Context: an optimization exercise on an open-source flow, tuned for small area, a short achievable clock period and few clock cycles per item. The choices shown serve that exercise and are no tape-out recipe.

== rev 12 ==
Design icmp4_to_icmp6_header_translate, start of the top module:
module icmp4_to_icmp6_header_translate
#(
  parameter int PLATEAU_SLOTS = i46_pkg::PLATEAU_SLOTS_DEF
) (
  input  logic                  clk_i,
  input  logic                  rst_ni,
  input  logic                  cfg_we_i,
  input  logic [i46_pkg::CFG_IDX_W-1:0]  cfg_idx_i,
  input  logic [i46_pkg::CFG_DATA_W-1:0] cfg_data_i,
  input  logic                  in_valid_i,
  output logic                  in_ready_o,
  input  logic [7:0]            in_icmp4_type_i,
  input  logic [7:0]            in_icmp4_code_i,
  input  logic [31:0]           in_icmp4_rest_i,
  input  logic [15:0]           in_echo_identifier_i,
  input  logic [15:0]           in_inner_total_length_i,
  input  logic [15:0]           in_out_link_mtu_i,
  input  logic [15:0]           in_in_link_mtu_i,
  output logic                  out_valid_o,
  input  logic                  out_ready_i,
  output logic                  out_verdict_o,
  output logic                  out_is_error_message_o,
  output logic [7:0]            out_msg6_type_o,
  ...
Size in the first run: ~1700 cells after synthesis, ~240 I/O pins, roughly 21000 µm² of cells after synthesis.
Settings: LEC_CHECK=0, CAP_MARGIN=20, CORE_MARGIN=2, CORE_UTILIZATION=40, CTS_BUF_LIST=sky130_fd_sc_hd__clkbuf_8, SETUP_SLACK_MARGIN=2.8, SLEW_MARGIN=20; clock period 5.5 ns.
standard.sh (not shown) runs the stock make flow with config.mk's settings and CLKGATE_MAP_FILE= SYNTH_SCRIPT=/design/flow/synth_recipe.tcl, a recipe that flattens the netlist after the stock synthesis.
==> flow/flow/run.sh <==
#!/bin/bash
# The standard layout, with plain buffers on the ports instead of the
# delay buffers buffer_ports picks by default, and a clock tree with larger
# sink clusters and no dummy loads.
set -euo pipefail
export BUFFER_PORTS_ARGS="-buffer_cell sky130_fd_sc_hd__buf_1"
export CTS_ARGS="-sink_clustering_enable -repair_clock_nets -dont_use_dummy_load -buf_list sky130_fd_sc_hd__clkbuf_16 -sink_clustering_size 20 -sink_clustering_max_diameter 80"
bash standard.sh > standard.log 2>&1
#### Input delta (rev 13 over rev 12)
--- a/flow/design.v
+++ b/flow/design.v
@@ -79,40 +79,36 @@
 import i46_pkg::*;
 module i46_plateau_search
 #(
   parameter int PLATEAU_SLOTS = i46_pkg::PLATEAU_SLOTS_DEF
 ) (
   input  logic [PLATEAU_SLOTS*i46_pkg::SLOT_W-1:0] slots_i,
+  input  logic [(PLATEAU_SLOTS+3)/4-1:0]           written_i,
+  input  logic [i46_pkg::CNT_W-1:0]  count_i,
   input  logic [i46_pkg::SLOT_W-1:0] tot_len_i,
-  output logic [PLATEAU_SLOTS-1:0]   lt_o,
-  output logic                       tnz_o
+  output logic [PLATEAU_SLOTS-1:0]   hit_o
 );
-  assign tnz_o = |tot_len_i;
+  logic tnz;
+  assign tnz = |tot_len_i;
   always_comb begin
     for (int i = 0; i < PLATEAU_SLOTS; i++) begin
-      lt_o[i] = slots_i[SLOT_W*i +: SLOT_W] < tot_len_i;
+      hit_o[i] = (count_i > CNT_W'(i)) &&
+                 (written_i[i/4] ? (slots_i[SLOT_W*i +: SLOT_W] < tot_len_i) : tnz);
     end
   end
 endmodule
 module i46_plateau_pick
 #(
   parameter int PLATEAU_SLOTS = i46_pkg::PLATEAU_SLOTS_DEF
 ) (
   input  logic [PLATEAU_SLOTS*i46_pkg::SLOT_W-1:0] slots_i,
   input  logic [(PLATEAU_SLOTS+3)/4-1:0]           written_i,
-  input  logic [i46_pkg::CNT_W-1:0]  count_i,
-  input  logic [PLATEAU_SLOTS-1:0]   lt_i,
-  input  logic                       tnz_i,
+  input  logic [PLATEAU_SLOTS-1:0]   hit_i,
   output logic [i46_pkg::SLOT_W-1:0] value_o
 );
-  logic [PLATEAU_SLOTS-1:0] hit_i, first;
-  always_comb begin
-    for (int i = 0; i < PLATEAU_SLOTS; i++) begin
-      hit_i[i] = (count_i > CNT_W'(i)) && (written_i[i/4] ? lt_i[i] : tnz_i);
-    end
-  end
+  logic [PLATEAU_SLOTS-1:0] first;
   always_comb begin
     value_o = '0;
     for (int i = 0; i < PLATEAU_SLOTS; i++) begin
       first[i] = hit_i[i];
       for (int j = 0; j < i; j++) begin
         first[i] = first[i] & !hit_i[j];
@@ -242,25 +238,25 @@
       default: r = PTR_NONE;
     endcase
     ptr_map = r;
   endfunction
   logic [3:0]         k1_d, k1_q;
   logic [15:0]        a1_d, a1_q, b1_q, c1_q;
-  logic [PLATEAU_SLOTS-1:0] lt1_d, lt1_q;
-  logic               tnz1_d, tnz1_q;
+  logic [PLATEAU_SLOTS-1:0] hit1_d, hit1_q;
   logic               sel4_d, sel4_q;
   logic [7:0]         ptr6;
   assign ptr6   = ptr_map(in_icmp4_rest_i[31:24]);
   assign sel4_d = ({1'b0, in_in_link_mtu_i} + IPV4_HDR_LEN) < {1'b0, in_out_link_mtu_i};
   i46_plateau_search #(
     .PLATEAU_SLOTS (PLATEAU_SLOTS)
   ) u_search (
     .slots_i   (plateau_q),
+    .written_i (written_q),
+    .count_i   (count_q),
     .tot_len_i (in_inner_total_length_i),
-    .lt_o      (lt1_d),
-    .tnz_o     (tnz1_d)
+    .hit_o     (hit1_d)
   );
   always_comb begin
     k1_d = K_DROP;
     case (in_icmp4_type_i)
       ICMP4_ECHO_REQUEST:  k1_d = K_ECHO_REQ;
       ICMP4_ECHO_REPLY:    k1_d = K_ECHO_REP;
@@ -297,14 +293,13 @@
   always_ff @(posedge clk_i) begin
     if (in_fire) begin
       k1_q   <= k1_d;
       a1_q   <= a1_d;
       b1_q   <= in_icmp4_rest_i[15:0];
       c1_q   <= in_in_link_mtu_i;
-      lt1_q  <= lt1_d;
-      tnz1_q <= tnz1_d;
+      hit1_q <= hit1_d;
       sel4_q <= sel4_d;
     end
   end
   logic [3:0]        k2_q;
   logic [15:0]       a2_d, a2_q, b2_d, b2_q, b2_other;
   logic [16:0]       c2_d, c2_q;
@@ -313,15 +308,13 @@
   logic              frag1, sel_plat;
   i46_plateau_pick #(
     .PLATEAU_SLOTS (PLATEAU_SLOTS)
   ) u_pick (
     .slots_i   (plateau_q),
     .written_i (written_q),
-    .count_i   (count_q),
-    .lt_i      (lt1_q),
-    .tnz_i     (tnz1_q),
+    .hit_i     (hit1_q),
     .value_o   (plat)
   );
   assign lnk     = sel4_q ? (c1_q + 16'd20) : a1_q;
   assign lnk_m20 = sel4_q ? c1_q : (a1_q - 16'd20);
   assign lnk_low = raise_q && (sel4_q ? (c1_q < 16'd1260) : (a1_q < MIN_MTU6));
   assign lnk_ok  = raise_q || sel4_q || (a1_q >= 16'd20);
## What came out
Comparing rev 12 against rev 13, there is no change at all in clock buffer count from CTS. Rev 13 ended up with a higher proportion of cell area occupied by registers than rev 12 did. Delta (rev 13 minus rev 12): worst setup slack saw an increase, final area saw a decrease, routing usage on met2 saw an increase. Going from rev 12 to rev 13, post-CTS clock slew at the launch and capture registers of the worst setup and hold paths barely changed; multi-input gate share of the layout cell area dropped 0.43 points; required time of the critical path climbed 0.11 ns.
No run of this note included a check of the RTL's function; only the layout flow was run.

-- separate check: timing with driven ports --
In the flow no input, the clock included, has a driving cell. The finished layouts below were timed again as built, in two steps.
Step 1: set_driving_cell puts a clkbuf_16 on clk_i and a buf_2 on each other input, an assumption about the parent block.
Step 2 moves the port delays by t, midway between the first and last clock arrival at a register: inputs arrive t later, outputs are due t later. That takes back most of the time a late clock gives input paths.
a / b / c = ideal / step 1 / step 2; a / b = the first two.
| run | shift t [ns] | slack for setup (ns) | clock arrival spread, ns |
|---|---|---|---|
| rev 12 | 0.607 | 2.628 / 2.628 / 2.257 | 0.056 / 0.056 |
| rev 13 | 0.598 | 2.673 / 2.701 / 2.103 | 0.065 / 0.064 |
After both steps setup and hold are still met in every run listed. The setup slack of rev 13, which loses most, moves by +0.028 ns with the drivers and by -0.570 ns with both steps.
